This is an optimization exercise on Yosys and OpenROAD, whose aim is small area, a short achievable clock period and few clock cycles, not a production implementation. RTL that was checked went through simulation tests only; none was proved equivalent to the original.

==> module row_dec, before the edit <==
module row_dec (
  input  logic [2:0] row,
  output logic [7:0] oh
);
  always_comb
    for (int r = 0; r < 8; r++) oh[r] = (row == 3'(r));
endmodule
==> module sel_bit, before the edit <==
module sel_bit (
  input  logic [7:0] oh,
  input  logic [7:0] col,
  output logic       o
);
  assign o = |(oh & col);
endmodule
==> module minilab_top, before the edit <==
module minilab_top (
  input  logic        CLOCK_50,
  input  logic        KEY,
  input  logic [9:0]  SW,
  output logic        LEDR,
  output logic [6:0]  HEX0,
  output logic [6:0]  HEX1,
  output logic [6:0]  HEX2,
  output logic [6:0]  HEX3,
  output logic [6:0]  HEX4,
  output logic [6:0]  HEX5,
  output logic        mem_read,
  output logic [31:0] mem_address,
  input  logic [63:0] mem_readdata,
  input  logic        mem_readdatavalid,
  input  logic        mem_waitrequest
);
  localparam int RW = 19;
  logic [3:0]  rd_cnt;     
  logic [3:0]  rsp_cnt;    
  logic        row_vld;    
  logic [63:0] b_q;        
  logic        done;
  logic [RW-1:0] res [7];
  assign mem_read    = (rd_cnt != 4'd9);
  assign mem_address = {28'd0, rd_cnt};
  always_ff @(posedge CLOCK_50 or negedge KEY) begin
    if (!KEY) begin
      rd_cnt  <= '0;
      rsp_cnt <= '0;
      row_vld <= 1'b0;
    end else begin
      if (mem_read && !mem_waitrequest) rd_cnt <= rd_cnt + 4'd1;
      if (mem_readdatavalid) rsp_cnt <= rsp_cnt + 4'd1;
      row_vld <= mem_readdatavalid && (rsp_cnt != 4'd0);
    end
  end
  assign done = (rsp_cnt == 4'd9) && !row_vld;
  logic [RW-1:0] dot;
  dot8 u_dot (.clk(CLOCK_50), .a(mem_readdata), .b(b_q), .y(dot));
  always_ff @(posedge CLOCK_50) begin
    if (mem_readdatavalid && rsp_cnt == 4'd0) b_q <= mem_readdata;
    else if (row_vld && rsp_cnt == 4'd9) b_q[RW-1:0] <= dot;
  end
  always_ff @(posedge CLOCK_50) begin
    for (int i = 0; i < 7; i++)
      if (row_vld && rsp_cnt == 4'(i + 2)) res[i] <= dot;
  end
  assign LEDR = done;
  logic [7:0]    oh;
  logic [RW-1:0] sel;
  logic          show;
  row_dec u_dec (.row(SW[3:1]), .oh(oh));
  for (genvar b = 0; b < RW; b++) begin : g_sel
    logic [7:0] col;
    always_comb begin
      for (int r = 0; r < 7; r++) col[r] = res[r][b];
      col[7] = b_q[b];
    end
    sel_bit u_sel (.oh(oh), .col(col), .o(sel[b]));
  end
  assign show = done && SW[0];
  hex_seg u_h0 (.nib(sel[3:0]),           .show(show), .seg(HEX0));
  hex_seg u_h1 (.nib(sel[7:4]),           .show(show), .seg(HEX1));
  hex_seg u_h2 (.nib(sel[11:8]),          .show(show), .seg(HEX2));
  hex_seg u_h3 (.nib(sel[15:12]),         .show(show), .seg(HEX3));
  hex_seg u_h4 (.nib({1'b0, sel[18:16]}), .show(show), .seg(HEX4));
  assign HEX5 = show ? 7'b1000000 : 7'b1111111;
endmodule
==> flow/config.mk <==
export PLATFORM = sky130hd
export DESIGN_NAME = minilab_top
export DESIGN_NICKNAME = minilab_top
export VERILOG_FILES = /design/flow/design.v
export SDC_FILE = /design/flow/constraint.sdc
export NUM_CORES = 4
export LEC_CHECK = 0
export ABC_CLOCK_PERIOD_IN_PS = 4700
export CAP_MARGIN = 20
export CORE_MARGIN = 2
export CORE_UTILIZATION = 40
export SETUP_SLACK_MARGIN = 3.3
export SLEW_MARGIN = 20
export SYNTH_HIERARCHICAL = 1
==> flow/constraint.sdc <==
create_clock -name core_clock -period 8.0 [get_ports {CLOCK_50}]
set_input_delay 1.6000 -clock core_clock [delete_from_list [all_inputs] [get_ports {CLOCK_50}]]
set_output_delay 1.6000 -clock core_clock [all_outputs]
set_load 0.01 [all_outputs]
run.sh (not shown) runs the stock make flow with config.mk's settings and CLKGATE_MAP_FILE= SYNTH_SCRIPT=/design/flow/synth_recipe.tcl, a recipe that flattens the netlist after the stock synthesis.
==> next run, changes <==
--- a/flow/design.v
+++ b/flow/design.v
@@ -1647,22 +1647,8 @@
     endcase
   end
   assign seg = show ? s : 7'b1111111;
 endmodule
-module row_dec (
-  input  logic [2:0] row,
-  output logic [7:0] oh
-);
-  always_comb
-    for (int r = 0; r < 8; r++) oh[r] = (row == 3'(r));
-endmodule
-module sel_bit (
-  input  logic [7:0] oh,
-  input  logic [7:0] col,
-  output logic       o
-);
-  assign o = |(oh & col);
-endmodule
 `timescale 1ns/1ps
 module minilab_top (
   input  logic        CLOCK_50,
   input  logic        KEY,
@@ -1714,16 +1700,13 @@
   assign LEDR = done;
   logic [7:0]    oh;
   logic [RW-1:0] sel;
   logic          show;
-  row_dec u_dec (.row(SW[3:1]), .oh(oh));
-  for (genvar b = 0; b < RW; b++) begin : g_sel
-    logic [7:0] col;
-    always_comb begin
-      for (int r = 0; r < 7; r++) col[r] = res[r][b];
-      col[7] = b_q[b];
-    end
-    sel_bit u_sel (.oh(oh), .col(col), .o(sel[b]));
+  always_comb begin
+    for (int r = 0; r < 8; r++) oh[r] = (SW[3:1] == 3'(r));
+    sel = '0;
+    for (int r = 0; r < 7; r++) sel = sel | (res[r] & {RW{oh[r]}});
+    sel = sel | (b_q[RW-1:0] & {RW{oh[7]}});
   end
   assign show = done && SW[0];
   hex_seg u_h0 (.nib(sel[3:0]),           .show(show), .seg(HEX0));
   hex_seg u_h1 (.nib(sel[7:4]),           .show(show), .seg(HEX1));
Outcome:
- count of clock-buffer cells in the layout came out lower by 7
- global-route usage drops by 1.1 points
- die area goes up by 1.8%
- critical path depth goes down by 2
Testbench counts after the change, summed over its fixed seeds: cycles 2,661.
For the first run of this note, only the layout was checked, not whether the RTL still works.

---

== v15 ==
Another version of the RTL of minilab_top (not shown whole).
Size in the first run: ~1,800 cells after synthesis, roughly 23,000 µm² of cells after synthesis.
==> module hex_seg3, before the edit <==
module hex_seg3 (
  input  logic [2:0] nib,
  input  logic       show,
  output logic [6:0] seg
);
  logic [6:0] s;
  always_comb begin
    case (nib)
      3'h0:    s = 7'b1000000;
      3'h1:    s = 7'b1111001;
      3'h2:    s = 7'b0100100;
      3'h3:    s = 7'b0110000;
      3'h4:    s = 7'b0011001;
      3'h5:    s = 7'b0010010;
      3'h6:    s = 7'b0000010;
      default: s = 7'b1111000;
    endcase
  end
  assign seg = show ? s : 7'b1111111;
endmodule
==> module minilab_top, before the edit <==
module minilab_top (
  input  logic        CLOCK_50,
  input  logic        KEY,
  input  logic [9:0]  SW,
  output logic        LEDR,
  output logic [6:0]  HEX0,
  output logic [6:0]  HEX1,
  output logic [6:0]  HEX2,
  output logic [6:0]  HEX3,
  output logic [6:0]  HEX4,
  output logic [6:0]  HEX5,
  output logic        mem_read,
  output logic [31:0] mem_address,
  input  logic [63:0] mem_readdata,
  input  logic        mem_readdatavalid,
  input  logic        mem_waitrequest
);
  localparam int RW = 19;
  logic [3:0]  rd_cnt;     
  logic [3:0]  rsp_cnt;    
  logic        row_vld;    
  logic [63:0] b_q;        
  logic        done;
  logic [RW-1:0] res [7];
  assign mem_read    = (rd_cnt != 4'd9);
  assign mem_address = {28'd0, rd_cnt};
  always_ff @(posedge CLOCK_50 or negedge KEY) begin
    if (!KEY) begin
      rd_cnt  <= '0;
      rsp_cnt <= '0;
      row_vld <= 1'b0;
    end else begin
      if (mem_read && !mem_waitrequest) rd_cnt <= rd_cnt + 4'd1;
      if (mem_readdatavalid) rsp_cnt <= rsp_cnt + 4'd1;
      row_vld <= mem_readdatavalid && (rsp_cnt != 4'd0);
    end
  end
  assign done = (rsp_cnt == 4'd9) && !row_vld;
  logic [RW-1:0] dot;
  dot8 u_dot (.clk(CLOCK_50), .a(mem_readdata), .b(b_q), .y(dot));
  always_ff @(posedge CLOCK_50) begin
    if (mem_readdatavalid && rsp_cnt == 4'd0) b_q <= mem_readdata;
    else if (row_vld && rsp_cnt == 4'd9) b_q[RW-1:0] <= dot;
  end
  always_ff @(posedge CLOCK_50) begin
    for (int i = 0; i < 7; i++)
      if (row_vld && rsp_cnt == 4'(i + 2)) res[i] <= dot;
  end
  assign LEDR = done;
  logic [7:0]    oh;
  logic [RW-1:0] sel;
  logic          show;
  always_comb begin
    for (int r = 0; r < 8; r++) oh[r] = (SW[3:1] == 3'(r));
    sel = '0;
    for (int r = 0; r < 7; r++) sel = sel | (res[r] & {RW{oh[r]}});
    sel = sel | (b_q[RW-1:0] & {RW{oh[7]}});
  end
  assign show = done && SW[0];
  hex_seg u_h0 (.nib(sel[3:0]),           .show(show), .seg(HEX0));
  hex_seg u_h1 (.nib(sel[7:4]),           .show(show), .seg(HEX1));
  hex_seg u_h2 (.nib(sel[11:8]),          .show(show), .seg(HEX2));
  hex_seg u_h3 (.nib(sel[15:12]),         .show(show), .seg(HEX3));
  hex_seg3 u_h4 (.nib(sel[18:16]), .show(show), .seg(HEX4));
  assign HEX5 = show ? 7'b1000000 : 7'b1111111;
endmodule
Settings: LEC_CHECK=0, ABC_CLOCK_PERIOD_IN_PS=4700, CAP_MARGIN=20, CORE_MARGIN=2, CORE_UTILIZATION=40, SETUP_SLACK_MARGIN=3.3, SLEW_MARGIN=20, SYNTH_HIERARCHICAL=1; clock period 8.0 ns.
Having completed the whole flow, v15 delivered a layout that passed the timing, DRC and antenna checks.
diff inputs: v15 => v1
--- a/flow/design.v
+++ b/flow/design.v
@@ -1645,32 +1645,12 @@
       4'he:    s = 7'b0000110;
       default: s = 7'b0001110;
     endcase
   end
   assign seg = show ? s : 7'b1111111;
 endmodule
-module hex_seg3 (
-  input  logic [2:0] nib,
-  input  logic       show,
-  output logic [6:0] seg
-);
-  logic [6:0] s;
-  always_comb begin
-    case (nib)
-      3'h0:    s = 7'b1000000;
-      3'h1:    s = 7'b1111001;
-      3'h2:    s = 7'b0100100;
-      3'h3:    s = 7'b0110000;
-      3'h4:    s = 7'b0011001;
-      3'h5:    s = 7'b0010010;
-      3'h6:    s = 7'b0000010;
-      default: s = 7'b1111000;
-    endcase
-  end
-  assign seg = show ? s : 7'b1111111;
-endmodule
 `timescale 1ns/1ps
 module minilab_top (
   input  logic        CLOCK_50,
   input  logic        KEY,
   input  logic [9:0]  SW,
   output logic        LEDR,
@@ -1687,51 +1667,48 @@
   input  logic        mem_waitrequest
 );
   localparam int RW = 19;
   logic [3:0]  rd_cnt;     
   logic [3:0]  rsp_cnt;    
   logic        row_vld;    
-  logic [63:0] b_q;        
+  logic [2:0]  row_idx;
+  logic [63:0] b_q;
   logic        done;
-  logic [RW-1:0] res [7];
+  logic [RW-1:0] res [8];
   assign mem_read    = (rd_cnt != 4'd9);
   assign mem_address = {28'd0, rd_cnt};
   always_ff @(posedge CLOCK_50 or negedge KEY) begin
     if (!KEY) begin
       rd_cnt  <= '0;
       rsp_cnt <= '0;
       row_vld <= 1'b0;
+      row_idx <= '0;
+      done    <= 1'b0;
     end else begin
       if (mem_read && !mem_waitrequest) rd_cnt <= rd_cnt + 4'd1;
       if (mem_readdatavalid) rsp_cnt <= rsp_cnt + 4'd1;
       row_vld <= mem_readdatavalid && (rsp_cnt != 4'd0);
+      row_idx <= 3'(rsp_cnt - 4'd1);
+      if (row_vld && row_idx == 3'd7) done <= 1'b1;
     end
   end
-  assign done = (rsp_cnt == 4'd9) && !row_vld;
-  logic [RW-1:0] dot;
-  dot8 u_dot (.clk(CLOCK_50), .a(mem_readdata), .b(b_q), .y(dot));
   always_ff @(posedge CLOCK_50) begin
     if (mem_readdatavalid && rsp_cnt == 4'd0) b_q <= mem_readdata;
-    else if (row_vld && rsp_cnt == 4'd9) b_q[RW-1:0] <= dot;
   end
+  logic [RW-1:0] dot;
+  dot8 u_dot (.clk(CLOCK_50), .a(mem_readdata), .b(b_q), .y(dot));
   always_ff @(posedge CLOCK_50) begin
-    for (int i = 0; i < 7; i++)
-      if (row_vld && rsp_cnt == 4'(i + 2)) res[i] <= dot;
+    for (int i = 0; i < 8; i++)
+      if (row_vld && row_idx == 3'(i)) res[i] <= dot;
   end
   assign LEDR = done;
-  logic [7:0]    oh;
   logic [RW-1:0] sel;
   logic          show;
-  always_comb begin
-    for (int r = 0; r < 8; r++) oh[r] = (SW[3:1] == 3'(r));
-    sel = '0;
-    for (int r = 0; r < 7; r++) sel = sel | (res[r] & {RW{oh[r]}});
-    sel = sel | (b_q[RW-1:0] & {RW{oh[7]}});
-  end
+  assign sel  = res[SW[3:1]];
   assign show = done && SW[0];
-  hex_seg u_h0 (.nib(sel[3:0]),           .show(show), .seg(HEX0));
-  hex_seg u_h1 (.nib(sel[7:4]),           .show(show), .seg(HEX1));
-  hex_seg u_h2 (.nib(sel[11:8]),          .show(show), .seg(HEX2));
-  hex_seg u_h3 (.nib(sel[15:12]),         .show(show), .seg(HEX3));
-  hex_seg3 u_h4 (.nib(sel[18:16]), .show(show), .seg(HEX4));
-  assign HEX5 = show ? 7'b1000000 : 7'b1111111;
+  hex_seg u_h0 (.nib(sel[3:0]),          .show(show), .seg(HEX0));
+  hex_seg u_h1 (.nib(sel[7:4]),          .show(show), .seg(HEX1));
+  hex_seg u_h2 (.nib(sel[11:8]),         .show(show), .seg(HEX2));
+  hex_seg u_h3 (.nib(sel[15:12]),        .show(show), .seg(HEX3));
+  hex_seg u_h4 (.nib({1'b0, sel[18:16]}), .show(show), .seg(HEX4));
+  hex_seg u_h5 (.nib(4'h0),              .show(show), .seg(HEX5));
 endmodule
==> comparison <==
- v1 has completed all stages; timing, DRC and antenna checks passed.
- Of v1 and v15, the run reporting the higher total wire length after detailed routing was v1.
- v1 against v15: number of non-clock buffers grew by 35, post-synthesis to final-layout area growth picked up an extra 3.8 points, floorplan core area increased by about 4% relative to the old numbers.
- Diff v15 -> v1 | CTS buffer count | increase of 4
Testbench counts of v1, summed over its fixed seeds: cycles 2,661.
For v15, only the layout was checked, not whether the RTL still works.

---

alpha:
Another version of the RTL of minilab_top (not shown whole).
For scale: roughly 1800 cells after synthesis, about 24000 µm² of cells after synthesis.
==> module hex_seg, before the edit <==
module hex_seg (
  input  logic [3:0] nib,
  input  logic       show,
  output logic [6:0] seg
);
  logic [6:0] s;
  always_comb begin
    case (nib)
      4'h0:    s = 7'b1000000;
      4'h1:    s = 7'b1111001;
      4'h2:    s = 7'b0100100;
      4'h3:    s = 7'b0110000;
      4'h4:    s = 7'b0011001;
      4'h5:    s = 7'b0010010;
      4'h6:    s = 7'b0000010;
      4'h7:    s = 7'b1111000;
      4'h8:    s = 7'b0000000;
      4'h9:    s = 7'b0011000;
      4'ha:    s = 7'b0001000;
      4'hb:    s = 7'b0000011;
      4'hc:    s = 7'b1000110;
      4'hd:    s = 7'b0100001;
      4'he:    s = 7'b0000110;
      default: s = 7'b0001110;
    endcase
  end
  assign seg = show ? s : 7'b1111111;
endmodule
clock: 8.0 ns
lec_check: 0
abc_clock_period_in_ps: 4700
cap_margin: 20
core_margin: 2
core_utilization: 40
setup_slack_margin: 3.3
slew_margin: 20
synth_hierarchical: 1
Testbench counts of alpha, summed over its fixed seeds: cycles 2,661.
Inputs modified between alpha and beta:
--- a/flow/design.v
+++ b/flow/design.v
@@ -1620,33 +1620,27 @@
   assign co = (a & b) | (a & c) | (b & c);
 endmodule
 `timescale 1ns/1ps
+module seg_bit #(
+  parameter logic [15:0] TT = 16'h0
+) (
+  input  logic [3:0] nib,
+  input  logic       show,
+  output logic       o
+);
+  assign o = show ? TT[nib] : 1'b1;
+endmodule
 module hex_seg (
   input  logic [3:0] nib,
   input  logic       show,
   output logic [6:0] seg
 );
-  logic [6:0] s;
-  always_comb begin
-    case (nib)
-      4'h0:    s = 7'b1000000;
-      4'h1:    s = 7'b1111001;
-      4'h2:    s = 7'b0100100;
-      4'h3:    s = 7'b0110000;
-      4'h4:    s = 7'b0011001;
-      4'h5:    s = 7'b0010010;
-      4'h6:    s = 7'b0000010;
-      4'h7:    s = 7'b1111000;
-      4'h8:    s = 7'b0000000;
-      4'h9:    s = 7'b0011000;
-      4'ha:    s = 7'b0001000;
-      4'hb:    s = 7'b0000011;
-      4'hc:    s = 7'b1000110;
-      4'hd:    s = 7'b0100001;
-      4'he:    s = 7'b0000110;
-      default: s = 7'b0001110;
-    endcase
-  end
-  assign seg = show ? s : 7'b1111111;
+  seg_bit #(.TT(16'h2812)) u_s0 (.nib(nib), .show(show), .o(seg[0]));
+  seg_bit #(.TT(16'hd860)) u_s1 (.nib(nib), .show(show), .o(seg[1]));
+  seg_bit #(.TT(16'hd004)) u_s2 (.nib(nib), .show(show), .o(seg[2]));
+  seg_bit #(.TT(16'h8692)) u_s3 (.nib(nib), .show(show), .o(seg[3]));
+  seg_bit #(.TT(16'h02ba)) u_s4 (.nib(nib), .show(show), .o(seg[4]));
+  seg_bit #(.TT(16'h208e)) u_s5 (.nib(nib), .show(show), .o(seg[5]));
+  seg_bit #(.TT(16'h1083)) u_s6 (.nib(nib), .show(show), .o(seg[6]));
 endmodule
 `timescale 1ns/1ps
 module minilab_top (
### Flow results
Worst path arrival time, alpha and beta, higher one = beta. Share of the cycle needed by the critical path after routing was higher in the run labelled beta. Re relative area change from synthesis to final layout: alpha was lower than beta. Setup slack was higher in alpha than in beta. Post-detailed-route via-to-cell ratio, alpha and beta: lower on alpha. alpha has lower global placer's final weighted congestion than beta. Routed wire length was lower in alpha than in beta. From alpha to beta the numbers moved as follows: cell area up 2.6%; number of flip-flops and latches flat.
The RTL of beta was laid out without a check of its function.

## separate check: timing with driven ports
No port has a modelled driver above. Below, the same layouts with a new extraction and two added sets of constraints. Step 1: set_driving_cell puts a clkbuf_16 on CLOCK_50 and a buf_2 on each other input, an assumption about the parent block. Step 2 moves the port delays by t, midway between the first and last clock arrival at a register: inputs arrive t later, outputs are due t later. That takes back most of the time a late clock gives input paths. a / b / c = no drivers / after step 1 / after step 2; a / b = the first two.
| run | t, ns | slack for setup (ns) | cell pins on the clock port's net |
|---|---|---|---|
| the first run of note 1 | 0.631 | 2.867 / 2.755 / 2.732 | 1 |
| the second run of note 1 | 0.648 | 2.906 / 2.668 / 2.668 | 1 |
| v15 | 0.649 | 2.830 / 2.705 / 2.705 | 1 |
| v1 | 0.601 | 2.869 / 2.786 / 2.741 | 1 |
| alpha | 0.605 | 2.926 / 2.669 / 2.669 | 1 |
| beta | 0.595 | 2.794 / 2.599 / 2.599 | 1 |
After both steps setup and hold are still met in every run listed. The setup slack of alpha, which loses most, moves by -0.257 ns with the drivers and by -0.257 ns with both steps.
